Context: an optimization exercise on an open-source flow, tuned for small area, a short achievable clock period and few clock cycles per item. The choices shown serve that exercise and are no tape-out recipe. Only simulation tests tie the RTL to the original design; equivalence was not proved. No activity file was given, so power comes from the tool's default toggle rates.

==> inputs of job 6934 <==
## alias_table_builder
module alias_table_builder #(
  parameter int ENTRIES       = 64,
  parameter int FRACTION_BITS = 24,
  parameter int DIV_K         = 2
) (
  input  wire logic              clk,
  input  wire logic              rst_n,
  input  wire logic              in_valid,
  output logic                   in_ready,
  input  wire logic [33:0]       in_data,
  output logic                   out_valid,
  input  wire logic              out_ready,
  output logic [101:0]           out_data
);
make LEC_CHECK=0 ABC_CLOCK_PERIOD_IN_PS=1000 CAP_MARGIN=20 CORE_MARGIN=2 CORE_UTILIZATION=40 CTS_CLUSTER_DIAMETER=150 CTS_CLUSTER_SIZE=20 SETUP_SLACK_MARGIN=4.0 SLEW_MARGIN=20 TNS_END_PERCENT=10 finish   # period 8.0 ns
run.sh (not shown) runs the stock make flow with config.mk's settings and CLKGATE_MAP_FILE= SYNTH_SCRIPT=/design/flow/synth_recipe.tcl, a recipe that flattens the netlist after the stock synthesis.
==> job 258: changes against job 6934 <==
--- a/flow/design.v
+++ b/flow/design.v
@@ -73,66 +73,73 @@
       c[i+1] = g[i] | (p[i] & ci);
     end
   end
   assign s  = x ^ c[W-1:0];
   assign co = c[W];
 endmodule
 module atb_div #(
+  parameter int IDW = 6,
   parameter int K   = 1,
   parameter bit R4  = 1'b1
 ) (
   input  wire logic                 clk,
   input  wire logic                 rst_n,
   input  wire logic                 in_v,
+  input  wire logic [IDW-1:0]       in_idx,
   input  wire logic [36:0]          in_wn,
   input  wire logic [36:0]          den,
   input  wire logic [38:0]          den3,
-  input  wire logic [8:0]           nn1,    
-  input  wire logic [8:0]           nn2,
-  input  wire logic [8:0]           nn3,
+  input  wire logic [6:0]           n,
+  input  wire logic [7:0]           n2,
+  input  wire logic [8:0]           n3,
   output logic                      out_v,
+  output logic [IDW-1:0]            out_idx,
   output logic [30:0]               out_q,
   output logic [24:0]               out_pq
 );
   localparam int STEPS  = 31;
   localparam int NMAIN  = (STEPS + K - 1) / K;
   localparam int NSTAGE = NMAIN + 1;
   logic [NSTAGE-1:0]            v_r;
+  logic [NSTAGE-1:0][IDW-1:0]   idx_r;
   logic [NSTAGE-1:0][36:0]      rem_r;
   logic [NSTAGE-1:0][6:0]       nlo_r;
   logic [NSTAGE-1:0][30:0]      q_r;
   logic [NSTAGE-1:0][5:0]       srem_r;
   logic [NSTAGE-1:0][24:0]      pq_r;
   logic [36:0]                  nden;
   assign nden = ~den;
   for (genvar s = 0; s < NSTAGE; s++) begin : g_stage
     localparam int M0 = s * K;
     localparam int M1 = ((s + 1) * K < STEPS) ? (s + 1) * K : STEPS;
     localparam int S0 = (s - 1) * K;
     localparam int S1 = (s * K < STEPS) ? s * K : STEPS;
     logic              v_i;
+    logic [IDW-1:0]    idx_i;
     logic [36:0]       rem_i;
     logic [6:0]        nlo_i;
     logic [30:0]       q_i;
     logic [5:0]        srem_i;
     logic [24:0]       pq_i;
     logic [36:0]       rem_o;
     logic [6:0]        nlo_o;
     logic [30:0]       q_o;
     logic [5:0]        srem_o;
     logic [24:0]       pq_o;
     if (s == 0) begin : g_first
       assign v_i    = in_v;
+      assign idx_i  = in_idx;
       assign rem_i  = {7'd0, in_wn[36:7]};
       assign nlo_i  = in_wn[6:0];
       assign q_i    = '0;
       assign srem_i = '0;
       assign pq_i   = '0;
     end else begin : g_next
       assign v_i    = v_r[s-1];
+      assign idx_i  = idx_r[s-1];
       assign rem_i  = rem_r[s-1];
       assign nlo_i  = nlo_r[s-1];
       assign q_i    = q_r[s-1];
       assign srem_i = srem_r[s-1];
       assign pq_i   = pq_r[s-1];
     end
     if (R4 && M0 < STEPS && M1 - M0 == 2) begin : g_main4
@@ -165,55 +172,57 @@
       assign rem_o = rem_i;
       assign nlo_o = nlo_i;
       assign q_o   = q_i;
     end
     if (s > 0 && S1 - S0 == 2) begin : g_small4
       logic [7:0] strial;
       logic [8:0] e1, e2, e3;
-      logic       g1, g2, g3, c1, c2, c3;
+      logic       g1, g2, g3;
       assign strial = {srem_i, q_i[1:0]};
-      atb_add #(.W(9)) u_e1 (.a({1'b0, strial}), .b(nn1), .ci(1'b0), .s(e1), .co(c1));
-      atb_add #(.W(9)) u_e2 (.a({1'b0, strial}), .b(nn2), .ci(1'b0), .s(e2), .co(c2));
-      atb_add #(.W(9)) u_e3 (.a({1'b0, strial}), .b(nn3), .ci(1'b0), .s(e3), .co(c3));
+      assign e1     = {1'b0, strial} - {2'b0, n};
+      assign e2     = {1'b0, strial} - {1'b0, n2};
+      assign e3     = {1'b0, strial} - n3;
       assign g1     = !e1[8];
       assign g2     = !e2[8];
       assign g3     = !e3[8];
       assign srem_o = g3 ? e3[5:0] : g2 ? e2[5:0] : g1 ? e1[5:0] : strial[5:0];
       assign pq_o   = 25'({pq_i, g2, g3 | (g1 & !g2)});
     end else if (s > 0) begin : g_small
       logic [5:0] srem_c [S1-S0+1];
       logic [S1-S0-1:0] pb;
       assign srem_c[0] = srem_i;
       for (genvar j = 0; j < S1 - S0; j++) begin : g_sstep
         logic [6:0] strial;
-        logic [8:0] sdiff;
+        logic [7:0] sdiff;
         logic       sge;
         assign strial = {srem_c[j], q_i[S1-S0-1-j]};
-        assign sdiff  = {2'b0, strial} + nn1;
-        assign sge    = !sdiff[8];
+        assign sdiff  = {1'b0, strial} - {1'b0, n};
+        assign sge    = !sdiff[7];
         assign srem_c[j+1] = sge ? sdiff[5:0] : strial[5:0];
         assign pb[S1-S0-1-j] = sge;
       end
       assign srem_o = srem_c[S1-S0];
       assign pq_o   = 25'({pq_i, pb});
     end else begin : g_nosmall
       assign srem_o = srem_i;
       assign pq_o   = pq_i;
     end
     always_ff @(posedge clk) begin
+      idx_r[s]  <= idx_i;
       rem_r[s]  <= rem_o;
       nlo_r[s]  <= nlo_o;
       q_r[s]    <= q_o;
       srem_r[s] <= srem_o;
       pq_r[s]   <= pq_o;
       if (!rst_n) v_r[s] <= 1'b0;
       else        v_r[s] <= v_i;
     end
   end
   assign out_v   = v_r[NSTAGE-1];
+  assign out_idx = idx_r[NSTAGE-1];
   assign out_q   = q_r[NSTAGE-1];
   assign out_pq  = pq_r[NSTAGE-1];
 endmodule
 `default_nettype wire
 `default_nettype none
 module alias_table_builder #(
   parameter int ENTRIES       = 64,
@@ -252,22 +261,24 @@
   logic [SW-1:0]     tot_r;
   logic [SW+1:0]     tot3_r;       
   logic              uni_r;
   logic              ovf_r;
   logic [AW-1:0]     f_r;
   logic [NW-1:0]     fl_r;
   logic              a_v_r;
+  logic [AW-1:0]     a_i_r;
   logic [WW-1:0]     a_w_r;
   logic              b_v_r;
+  logic [AW-1:0]     b_i_r;
   logic [SW-1:0]     b_s_r, b_c_r;
   logic              c_v_r;
+  logic [AW-1:0]     c_i_r;
   logic [SW-1:0]     c_wn_r;
-  logic [NW+1:0]     nn1_r;        
-  logic [NW+1:0]     nn2_r;
-  logic [NW+1:0]     nn3_r;
+  logic [NW:0]       n2_r;         
+  logic [NW+1:0]     n3_r;
   logic [NW-1:0]     rc_r;
   logic              dd_r;         
   logic [ENTRIES-1:0] avs_r, avl_r, paired_r;
   logic              ts_v_r, tl_v_r;
   logic [AW-1:0]     ts_i_r, tl_i_r;
   logic              hs_v_r, hl_v_r, pd_v_r, cu_v_r;
   logic [AW-1:0]     hs_i_r, hl_i_r, pd_i_r, cu_i_r;
@@ -287,20 +298,18 @@
   logic          sc_we;
   logic [AW-1:0] sc_wa, sc_raa;
   logic [CW-1:0] sc_wd, sc_rda;
   logic          d_v;
   logic [AW-1:0] d_i;
   logic [CW-1:0] d_q;
   logic [24:0]   d_pq;
-  atb_div #(.K(DIV_K), .R4(1'b1)) u_div (
-    .clk(clk), .rst_n(rst_n), .in_v(c_v_r), .in_wn(c_wn_r),
-    .den(tot_r), .den3(tot3_r), .nn1(nn1_r), .nn2(nn2_r), .nn3(nn3_r),
-    .out_v(d_v), .out_q(d_q), .out_pq(d_pq));
-  logic [AW-1:0] d_i_r;
-  assign d_i = d_i_r;
+  atb_div #(.IDW(AW), .K(DIV_K), .R4(1'b1)) u_div (
+    .clk(clk), .rst_n(rst_n), .in_v(c_v_r), .in_idx(c_i_r), .in_wn(c_wn_r),
+    .den(tot_r), .den3(tot3_r), .n(n_r), .n2(n2_r), .n3(n3_r),
+    .out_v(d_v), .out_idx(d_i), .out_q(d_q), .out_pq(d_pq));
   function automatic logic [2:0] top8(input logic [7:0] v);
     top8 = '0;
     for (int i = 0; i < 8; i++) begin
       if (v[i]) top8 = 3'(i);
     end
   endfunction
   function automatic logic [AW-1:0] top64(input logic [63:0] v);
@@ -325,18 +334,16 @@
     {pp_s, pp_c} = csa(s4, c4, pp[6]);
   end
   logic wn_co;
   atb_add #(.W(SW)) u_wn (.a(b_s_r), .b(b_c_r), .ci(1'b0), .s(wn_sum), .co(wn_co));
   logic [SW+1:0] tot3;
   logic          tot3_co;
   logic [SW-1:0] tot_new;
-  logic [NW+1:0] acc3;
   assign tot_new = sum_zero ? SW'(acc_r) : sum_r;
-  assign acc3    = {1'b0, acc_r, 1'b0} + {2'b0, acc_r};
-  atb_add #(.W(SW+2)) u_tot3 (.a({2'b0, sum_r}), .b({1'b0, sum_r, 1'b0}), .ci(1'b0),
+  atb_add #(.W(SW+2)) u_tot3 (.a({2'b0, tot_new}), .b({1'b0, tot_new, 1'b0}), .ci(1'b0),
                               .s(tot3), .co(tot3_co));
   logic [SW-1:0] sum_add;
   logic          sum_co;
   atb_add #(.W(SW)) u_sum (.a(sum_r), .b(SW'(iq_w_r)), .ci(1'b0), .s(sum_add), .co(sum_co));
   logic [AW-1:0]      s_i, l_i;
   logic [23:0]        s_val;
   logic [CW-1:0]      l_val, vsum;
@@ -358,16 +365,16 @@
   assign s_empty   = !pd_v_r && !hs_v_r && !ts_v_r;
   assign l_empty   = !cu_v_r && !hl_v_r && !tl_v_r;
   assign build_end = (state_r == S_BUILD) && dd_r && (s_empty || l_empty);
   assign s_i    = pd_v_r ? pd_i_r : hs_i_r;
   assign s_val  = pd_v_r ? pd_val_r : hs_val_r;
   assign l_i    = cu_v_r ? cu_i_r : hl_i_r;
   assign l_val  = cu_v_r ? cu_val_r : hl_val_r;
-  atb_add #(.W(CW)) u_pair (.a(l_val), .b({7'h7f, s_val}), .ci(1'b0), .s(vsum), .co(vsum_co));
-  assign vsmall = (vsum[CW-1:24] == '0);
+  atb_add #(.W(CW)) u_pair (.a(l_val), .b(CW'(s_val)), .ci(1'b0), .s(vsum), .co(vsum_co));
+  assign vsmall = (vsum[CW-1:25] == '0);
   logic          pw_v_r;
   logic [AW-1:0] pw_a_r;
   logic [29:0]   pw_d_r;
   always_ff @(posedge clk) begin
     if (sc_we) sc_mem[sc_wa] <= sc_wd;
     if (pw_v_r) sc_mem[pw_a_r][29:0] <= pw_d_r;
   end
@@ -441,15 +448,15 @@
   logic          o_adv;
   assign o_adv = o_act_r && (!out_valid_r || out_ready);
   state_t        state_nxt;
   always_comb begin
     state_nxt = state_r;
     unique case (state_r)
       S_LOAD:  if (accept && in_d.last_weight) state_nxt = S_WAIT;
-      S_WAIT:  if (!o_act_r || (o_adv && o_last_r)) state_nxt = S_PREP;
+      S_WAIT:  if (!o_act_r) state_nxt = S_PREP;
       S_PREP:  state_nxt = S_BUILD;
       S_BUILD: if (build_end) state_nxt = S_LOAD;
       default: state_nxt = S_LOAD;
     endcase
   end
   logic [NW-1:0] acc_inc;
   logic [AW-1:0] o_inc;
@@ -477,27 +484,27 @@
     end
   end
   always_ff @(posedge clk) begin
     if (accept) begin
       iq_w_r <= w_in;
       iq_a_r <= acc_r;
     end
+    a_i_r  <= (state_r == S_PREP) ? top_i : f_r;
     a_w_r  <= ((state_r == S_PREP) ? sum_zero : uni_r) ? WW'(1) : wm_rd;
+    b_i_r  <= a_i_r;
     b_s_r  <= pp_s;
     b_c_r  <= pp_c;
+    c_i_r  <= b_i_r;
     c_wn_r <= wn_sum;
-    if (state_r == S_PREP) d_i_r <= top_i;
-    else if (d_v)          d_i_r <= d_i_r - AW'(1);
     if (state_r == S_PREP) begin
       n_r   <= acc_r;
       tot_r  <= tot_new;
-      tot3_r <= sum_zero ? (SW+2)'(acc3) : tot3;
-      nn1_r  <= -{2'b0, acc_r};
-      nn2_r  <= -{1'b0, acc_r, 1'b0};
-      nn3_r  <= -acc3;
+      tot3_r <= tot3;
+      n2_r   <= {acc_r, 1'b0};
+      n3_r   <= {1'b0, acc_r, 1'b0} + {2'b0, acc_r};
       uni_r <= sum_zero;
       ovf_r <= drop_r;
     end
     wm_ra_r <= o_act_nxt ? o_i_nxt : (state_nxt == S_PREP) ? top_i : f_nxt;
     pw_a_r  <= s_i;
     pw_d_r  <= {l_i, s_val};
     avs_r  <= avs_nxt;
@@ -538,15 +545,15 @@
     if (step) begin
       paired_r[s_i] <= 1'b1;
       pd_v_r        <= vsmall;
       cu_v_r        <= !vsmall;
       pd_i_r        <= l_i;
       cu_i_r        <= l_i;
       pd_val_r      <= vsum[23:0];
-      cu_val_r      <= vsum;
+      cu_val_r      <= {vsum[CW-1:24] - 7'd1, vsum[23:0]};
     end
     if (o_adv) begin
       out_data_r.entry_index      <= o_i_r;
       out_data_r.pmf_value        <= wm_rd[24:0];
       out_data_r.keep_probability <= paired_r[o_i_r] ? {1'b0, sc_rda[23:0]} : ONE_FX;
       out_data_r.alias_index      <= paired_r[o_i_r] ? sc_rda[29:24] : o_i_r;
       out_data_r.total_weight     <= tot_r;
- CTS_CLUSTER_DIAMETER: 150 -> unset
- CTS_CLUSTER_SIZE: 20 -> unset
- SETUP_SLACK_MARGIN: 4.0 -> 3.0
- TNS_END_PERCENT: 10 -> 5
==> qor summary <==
Status: job 6934 timing/DRC/antenna clean; job 258 complete, but fails checks
Violated checks: job 6934 -; job 258 max-capacitance violations, max-slew violations
Non-clock buffer share: job 6934 4.73%; job 258 2.30%
Dpl hpwl: job 6934 714000 µm; job 258 723000 µm
Post-Layout Inst Area: job 6934 0.377 mm²; job 258 0.375 mm²
Post-Place Setup Slack: job 6934 2130 ps; job 258 1700 ps
Total CTS buffers: job 6934 339; job 258 667
Met1 Use GR: job 6934 34.9%; job 258 35.3%
# Post-CTS Setup Buffers: job 6934 469; job 258 49
DR pass1 iterations: job 6934 7; job 258 6
Count of clock tree sinks: job 6934 5944; job 258 6050
Required time at the worst-slack endpoint: job 6934 8860 ps; job 258 8920 ps
EDFF count, synth: job 6934 4337; job 258 4323
Area growth from synthesis to final layout: job 6934 13.4%; job 258 12.4%
Register cell area after layout: job 6934 0.163 mm²; job 258 0.165 mm²
Resize count post-CTS: job 6934 1235; job 258 181
Max capacitance violation total: job 6934 0; job 258 1
Cells after Synth: job 6934 28000; job 258 28600
Vias in the first global route: job 6934 240000; job 258 237000
Pin count of the biggest net entering global routing: job 6934 140; job 258 158
Adder and majority cell fraction of the synthesized area: job 6934 10.1%; job 258 9.60%
Proportion of power drawn by combinational gates: job 6934 51.0%; job 258 41.5%
Post-synthesis register bit count: job 6934 5944; job 258 6050
Fraction of final layout cells with drive strength greater than 1: job 6934 17.2%; job 258 13.7%
Number of cells in the design after placement: job 6934 38000; job 258 38700
End of the worst hold path: job 6934 u_div.q_r[412]$_DFF_P_; job 258 u_div.q_r[504]$_DFF_P_
Worst IR drop on VDD: job 6934 0.252 mV; job 258 0.260 mV
Testbench counts of job 6934, summed over its fixed seeds: cycles 3,804, items 1,134.
Testbench counts of job 258, summed over its fixed seeds: cycles 3,818, items 1,134.

==> static timing again, ports no longer ideal <==
How much do the figures lean on ideal ports? The routed layouts below were timed once more, with nothing changed but the port constraints.
Step 1 (the two cells are an assumption about what drives the block):
set clk [get_ports {clk}]
set_driving_cell -lib_cell sky130_fd_sc_hd__clkbuf_16 $clk
set_driving_cell -lib_cell sky130_fd_sc_hd__buf_2 [delete_from_list [all_inputs] $clk]
Step 2 moves the port delays by t, midway between the first and last clock arrival at a register: inputs arrive t later, outputs are due t later. That takes back most of the time a late clock gives input paths.
Slacks: ideal / step 1 / step 2; pairs: ideal / step 1.
run	shift t [ns]	slack for setup (ns)	hold WS [ns]	latest minus earliest clock arrival (ns)	pins driven straight from the clock port
job 6934	1.186	3.527 / 3.527 / 3.209	0.142 / 0.142 / 0.142	0.196 / 0.196	1
job 258	1.240	2.840 / 2.840 / 2.840	0.282 / 0.282 / 0.282	0.115 / 0.115	1
For job 6934, which loses most, drivers alone change the setup slack by 0.000 ns; drivers and shift together by -0.318 ns.
